Context: an optimization exercise on an open-source flow, tuned for small area, a short achievable clock period and few clock cycles per item. The choices shown serve that exercise and are no tape-out recipe. Only simulation tests tie the RTL to the original design; equivalence was not proved. The flow treats the clock pin as an ideal source, which a real chip does not have. No activity file was given, so power comes from the tool's default toggle rates.

// first_substring_match_top
module first_substring_match_top
(
  input  wire logic              clk,
  input  wire logic              rst,
  input  wire logic              in_valid,
  output logic                   in_ready,
  input  wire logic [7:0]        hay_byte,
  input  wire logic              last_byte,
  output logic                   out_valid,
  input  wire logic              out_ready,
  output logic                   found,
  output logic [31:0]            offset,
  input  wire logic              psel,
  input  wire logic              penable,
  input  wire logic              pwrite,
  input  wire logic [4:0]        paddr,
  input  wire logic [63:0]       pwdata,
  output logic [63:0]            prdata,
  output logic                   pready
);
Size: about 920 cells after synthesis, ~190 I/O pins, ~0.012 mm² of cells after synthesis.
export LEC_CHECK = 0
export ABC_CLOCK_PERIOD_IN_PS = 2000
export CAP_MARGIN = 20
export CORE_MARGIN = 2
export CORE_UTILIZATION = 67
export CTS_CLUSTER_DIAMETER = 100
export CTS_CLUSTER_SIZE = 30
export SETUP_SLACK_MARGIN = 4.55
export SLEW_MARGIN = 20
export BUFFER_PORTS_ARGS = -buffer_cell sky130_fd_sc_hd__buf_2
export POST_CTS_TCL = /design/flow/flow/flatten_cts.tcl
create_clock -name core_clock -period 7.0 [get_ports {clk}]
standard.sh (not shown) runs the stock make flow with config.mk's settings and CLKGATE_MAP_FILE= SYNTH_SCRIPT=/design/flow/synth_recipe.tcl, a recipe that flattens the netlist after the stock synthesis.
==> flow/flow/run.sh <==
#!/bin/bash
# Standard layout with two changes: the port buffers are buf_2 instead of
# the cell buffer_ports picks by default, and after CTS the clock tree's
# middle level is removed (flatten_cts.tcl) so that the leaf buffers hang
# straight off the root buffer.
echo 'export BUFFER_PORTS_ARGS = -buffer_cell sky130_fd_sc_hd__buf_2' >> config.mk
echo "export POST_CTS_TCL = $PWD/flow/flatten_cts.tcl" >> config.mk
bash standard.sh > standard.log 2>&1
==> flow/flow/flatten_cts.tcl <==
# POST_CTS hook: drop the clock tree's middle level, so the root buffer
# drives the leaf (sink cluster) buffers directly. The tree stays balanced:
# every register is still two buffers from the clock port.
set block [ord::get_db_block]
set removed 0
foreach inst [$block getInsts] {
  if {![string match "clkbuf_1_*" [$inst getName]]} { continue }
  set in_net [[$inst findITerm A] getNet]
  set out_net [[$inst findITerm X] getNet]
  foreach it [$out_net getITerms] {
    if {[$it getInst] eq $inst} { continue }
    $it disconnect
    $it connect $in_net
  }
  odb::dbInst_destroy $inst
  odb::dbNet_destroy $out_net
  incr removed
}
puts "flatten_cts: removed $removed middle clock buffers"
estimate_parasitics -placement
report_clock_latency
The baseline produced a clean layout.
Testbench counts at the start, summed over its fixed seeds: cycles 379,225, bytes 379,052.
Then changed:
- CORE_UTILIZATION: 67 -> 60
Outcome:
- via count decreases by 1.4%
- cell area decreases by 0.57%
- total power stays flat
- global-route usage decreases by 3.5 points
- die area increases by 11%
- sequential power stays flat
- clock power increases by about 0.5%
- worst setup slack improves by 0.061 ns
- synthesized area is unchanged
- flip-flop and latch count is unchanged
- cell count increases by 1.4%
Then changed:
- SETUP_SLACK_MARGIN: 4.55 -> 4.6
=> Setup slack gains 0.0059 ns. Global-route usage grows by 0.47 points. Synthesized area is unchanged. Power drops by 0.63%. Final area barely changes. Utilization rises by 0.19 points. Die area is unchanged. Count of clock-buffer cells in the layout drops by 1. Routed wire length is higher by 1.0%. First-iteration DRC count rose by 9.2%. Non-clock buffer count rises by 8.
Then changed:
- ABC_CLOCK_PERIOD_IN_PS: 2000 -> 1500
Result: Utilization is unchanged. Worst setup slack is unchanged. Sequential share of layout area is unchanged. Design area does not change. Synthesized cell count is unchanged. Final cell count stays the same. Worst hold slack is unchanged.
Then changed:
- ABC_CLOCK_PERIOD_IN_PS: 1500 -> 2000
- SETUP_SLACK_MARGIN: 4.6 -> 4.5
The new run ran to the end with no violations.
Worst setup slack got worse by 0.024 ns.
Synthesized cell count is unchanged.
Count of clock-buffer cells in the layout went up by 1.
Core utilization came out lower by 0.90 points.
Routed wire length came out lower by 2.1%.
Combinational power decreases by about 3%.
Register-to-register slack gets worse by 0.02 ns.
Global-route usage came out lower by 0.51 points.
Cell count decreases by 1.4%.

---

first_substring_match_top again, from the RTL that the note above started with.
## first_substring_match_top
module first_substring_match_top
(
  input  wire logic              clk,
  input  wire logic              rst,
  input  wire logic              in_valid,
  output logic                   in_ready,
  input  wire logic [7:0]        hay_byte,
  input  wire logic              last_byte,
  output logic                   out_valid,
  input  wire logic              out_ready,
  output logic                   found,
  output logic [31:0]            offset,
  input  wire logic              psel,
  input  wire logic              penable,
  input  wire logic              pwrite,
  input  wire logic [4:0]        paddr,
  input  wire logic [63:0]       pwdata,
  output logic [63:0]            prdata,
  output logic                   pready
);
Settings: LEC_CHECK=0, ABC_CLOCK_PERIOD_IN_PS=2000, CAP_MARGIN=20, CORE_MARGIN=2, CORE_UTILIZATION=60, CTS_CLUSTER_DIAMETER=100, CTS_CLUSTER_SIZE=30, SETUP_SLACK_MARGIN=4.65, SLEW_MARGIN=20, BUFFER_PORTS_ARGS=-buffer_cell sky130_fd_sc_hd__buf_2, POST_CTS_TCL=/design/flow/flow/flatten_cts.tcl; clock period 7.0 ns.
==> flow/flow/run.sh <==
#!/bin/bash
# Standard layout with two changes: the port buffers are buf_2 instead of
# the cell buffer_ports picks by default, and after CTS the clock tree's
# middle level is removed and its root split in three (flatten_cts.tcl), so
# that every register is two buffers from the clock port.
echo 'export BUFFER_PORTS_ARGS = -buffer_cell sky130_fd_sc_hd__buf_2' >> config.mk
echo "export POST_CTS_TCL = $PWD/flow/flatten_cts.tcl" >> config.mk
bash standard.sh > standard.log 2>&1
Other scripts of this flow, unchanged in this note and not shown: flow/flow/flatten_cts.tcl
The baseline produced a clean layout.
Testbench counts at the start, summed over its fixed seeds: cycles 379,225, bytes 379,052.
Next try:
Settings changed: SETUP_SLACK_MARGIN 4.65 to 4.55.
Effect: The changed run ran to the end with no violations. Synthesized cell count is unchanged. Total power is about the same. Sequential cell count is unchanged. Cell area is lower by 1.5%. Fmax falls by 0.83%. Sequential share of layout area increases by 0.57 points. Final cell count is about the same. Wire length fell by 1.9%. Via count goes down by 0.74%. Clock skew came out higher by 0.042 ns.
Next try:
Settings changed: ABC_CLOCK_PERIOD_IN_PS 2000 to 1500, SETUP_SLACK_MARGIN 4.55 to 4.6.
After rerunning: Global-route usage climbs by 0.33 points. Worst hold slack is worse by 0.012 ns. Via count goes down by 0.33%. Register-to-register slack gets better by 0.09 ns. Setup slack is better by 0.080 ns. Combinational power barely changes. Total power drops by 0.35%. Final cell count stays the same. Critical path depth went down by 2. Synthesized cell count is unchanged.

## afterwards: timing with drivers on the ports
The results above use ideal ports. As a check the final layouts listed here were re-extracted and re-timed, cells and wires unchanged.
Step 1 (the two cells are an assumption about what drives the block):
set clk [get_ports {clk}]
set_driving_cell -lib_cell sky130_fd_sc_hd__clkbuf_16 $clk
set_driving_cell -lib_cell sky130_fd_sc_hd__buf_2 [delete_from_list [all_inputs] $clk]
Step 2 moves the port delays by t, midway between the first and last clock arrival at a register: inputs arrive t later, outputs are due t later. That takes back most of the time a late clock gives input paths.
Slacks: ideal ports / drivers / drivers and shift; pairs: ideal ports / drivers.
run | t, ns | slack for setup (ns) | worst setup path at the end | worst data-port slew with drivers (ns)
the first run of note 1 | 0.483 | 4.508 / 4.465 / 4.091 | input to register | 0.07
the second run of note 1 | 0.465 | 4.569 / 4.524 / 4.163 | input to register | 0.06
the third run of note 1 | 0.457 | 4.575 / 4.530 / 4.216 | input to register | 0.05
the fourth run of note 1 | 0.457 | 4.575 / 4.530 / 4.216 | input to register | 0.05
the fifth run of note 1 | 0.470 | 4.551 / 4.520 / 4.101 | input to register | 0.04
the first run of note 2 | 0.403 | 4.578 / 4.574 / 4.370 | input to register | 0.07
the second run of note 2 | 0.401 | 4.558 / 4.543 / 4.286 | input to register | 0.06
the third run of note 2 | 0.403 | 4.638 / 4.564 / 4.291 | input to register | 0.05
After both steps setup and hold are still met in every run listed. For the fifth run of note 1, which loses most, drivers alone change the setup slack by -0.031 ns; drivers and shift together by -0.450 ns.
